This design comes from an exercise in tuning for small area, a short achievable clock period and few clock cycles per item on the open sky130 flow, not from production work. Only simulation tests tie the RTL to the original design; equivalence was not proved.

// two_point_weight_conversion
module two_point_weight_conversion #(
    parameter int SAMPLE_BITS = 16
) (
    input  logic                   clk,
    input  logic                   rst_n,
    input  logic                   cfg_we,
    input  logic [1:0]             cfg_index,
    input  logic [15:0]            cfg_data,
    input  logic                   in_valid,
    output logic                   in_stall,
    input  logic [SAMPLE_BITS-1:0] adc_sample,
    output logic                   out_valid,
    input  logic                   out_stall,
    output logic [31:0]            weight_value,
    output logic                   below_zero,
    output logic                   span_error
);
==> flow/config.mk <==
export PLATFORM = sky130hd
export DESIGN_NAME = two_point_weight_conversion
export DESIGN_NICKNAME = two_point_weight_conversion
export VERILOG_FILES = /design/flow/design.v
export SDC_FILE = /design/flow/constraint.sdc
export NUM_CORES = 4
export LEC_CHECK = 0
export CAP_MARGIN = 20
export CORE_MARGIN = 2
export CORE_UTILIZATION = 40
export CTS_CLUSTER_DIAMETER = 100
export CTS_CLUSTER_SIZE = 22
export SLEW_MARGIN = 20
export TNS_END_PERCENT = 30
==> flow/constraint.sdc <==
create_clock -name core_clock -period 10.0 [get_ports {clk}]
set_input_delay 2.0000 -clock core_clock [delete_from_list [all_inputs] [get_ports {clk}]]
set_output_delay 2.0000 -clock core_clock [all_outputs]
set_load 0.01 [all_outputs]
standard.sh (not shown) runs the stock make flow with config.mk's settings and CLKGATE_MAP_FILE= SYNTH_SCRIPT=/design/flow/synth_recipe.tcl, a recipe that flattens the netlist after the stock synthesis.
==> flow/flow/run.sh <==
#!/bin/bash
# Standard layout, with timing repair aimed at a setup slack of 6.4 ns.
set -euo pipefail
bash standard.sh SETUP_SLACK_MARGIN=6.4 finish > standard_flow.log 2>&1
test -f out/final.def
The first run finished clean.
Testbench counts at the start, summed over its fixed seeds: cycles 10,920, items 9,600.
Rerun with:
==> flow/flow/run.sh (replaced) <==
#!/bin/bash
# Standard layout, with timing repair aimed at a setup slack of 6.5 ns.
set -euo pipefail
bash standard.sh SETUP_SLACK_MARGIN=6.5 finish > standard_flow.log 2>&1
test -f out/final.def
- CTS_CLUSTER_SIZE: 22 -> 25
- TNS_END_PERCENT: 30 -> unset
- The new run went through all stages and came out clean
- routed wire length came out higher by a few percent
- die area stays the same
- non-clock buffer count came out higher by 89
- global-route usage came out higher by 0.41 points
Rerun with:
==> flow/flow/run.sh (replaced) <==
#!/bin/bash
# Standard layout, with timing repair aimed at a setup slack of 6.4 ns.
set -euo pipefail
bash standard.sh SETUP_SLACK_MARGIN=6.4 finish > standard_flow.log 2>&1
test -f out/final.def
- CTS_CLUSTER_SIZE: 25 -> 22
Outcome: The new run finished with timing, DRC and antenna clean. Hold slack is worse by 0.023 ns. Setup slack gets worse by 0.071 ns. Non-clock buffer count decreases by 61. Global-route usage increases by 0.22 points. Design area shrinks by about 1.1%. Register-to-register slack gets worse by 0.07 ns. Die area stays the same. Core utilization shrinks by 0.49 points. Wire length increases by 0.84%.
Rerun with:
==> flow/flow/run.sh (replaced) <==
#!/bin/bash
# Standard layout, with timing repair aimed at a setup slack of 6.5 ns.
set -euo pipefail
bash standard.sh SETUP_SLACK_MARGIN=6.5 finish > standard_flow.log 2>&1
test -f out/final.def
Effect:
- final area climbs by 1.0%
- wire length drops by 0.70%
- critical path depth climbs by 2
- count of clock-buffer cells in the layout drops by 7
- via count barely changes
- final cell count climbs by about 0.6%
Rerun with:
==> flow/flow/run.sh (replaced) <==
#!/bin/bash
# Standard layout, with timing repair aimed at a setup slack of 6.4 ns.
set -euo pipefail
bash standard.sh SETUP_SLACK_MARGIN=6.4 finish > standard_flow.log 2>&1
test -f out/final.def
- CTS_CLUSTER_DIAMETER: 100 -> unset
- CTS_CLUSTER_SIZE: 22 -> unset
Die area does not change.
Flip-flop and latch count does not change.
First-iteration DRC count increases by 17%.
Sequential share of layout area decreases by 0.66 points.
Worst setup slack gets worse by 0.035 ns.
Rerun with:
- CTS_CLUSTER_DIAMETER: unset -> 100
- CTS_CLUSTER_SIZE: unset -> 25
Effect: Register-to-register slack barely changes; non-clock buffer count is lower by 19; synthesized cell count stays the same; sequential cell count does not change; cell area is lower by 3.1%; wire length is lower by 1.4%.

==> afterwards: timing with drivers on the ports <==
No port has a modelled driver above. Below, the same layouts with a new extraction and two added sets of constraints.
Step 1, drivers: a clkbuf_16 drives clk and a buf_2 each remaining input, both assumed.
Step 2, shift: input delay + t, output delay - t, t = (earliest + latest rising clock arrival at the registers) / 2. This alone moves slack from input paths to output paths.
Three values: ideal ports, drivers, drivers and shift; two values: the first two.
run	t (ns)	setup slack, ns	hold slack, ns	worst slew at a driven data input, ns	cell pins on the clock port's net
the first run	0.782	6.320 / 6.278 / 5.907	0.415 / 0.415 / 0.415	0.05	1
the second run	0.764	6.522 / 6.453 / 6.035	0.422 / 0.422 / 0.422	0.06	1
the third run	0.766	6.451 / 6.381 / 5.949	0.399 / 0.399 / 0.399	0.06	1
the fourth run	0.766	6.477 / 6.466 / 6.054	0.422 / 0.422 / 0.422	0.06	1
the fifth run	0.823	6.442 / 6.362 / 5.868	0.409 / 0.409 / 0.409	0.06	1
the sixth run	0.773	6.430 / 6.346 / 5.867	0.403 / 0.403 / 0.403	0.06	1
After both steps every run listed still meets setup and hold. The setup slack of the fifth run, which loses most, moves by -0.080 ns with the drivers and by -0.574 ns with both steps.
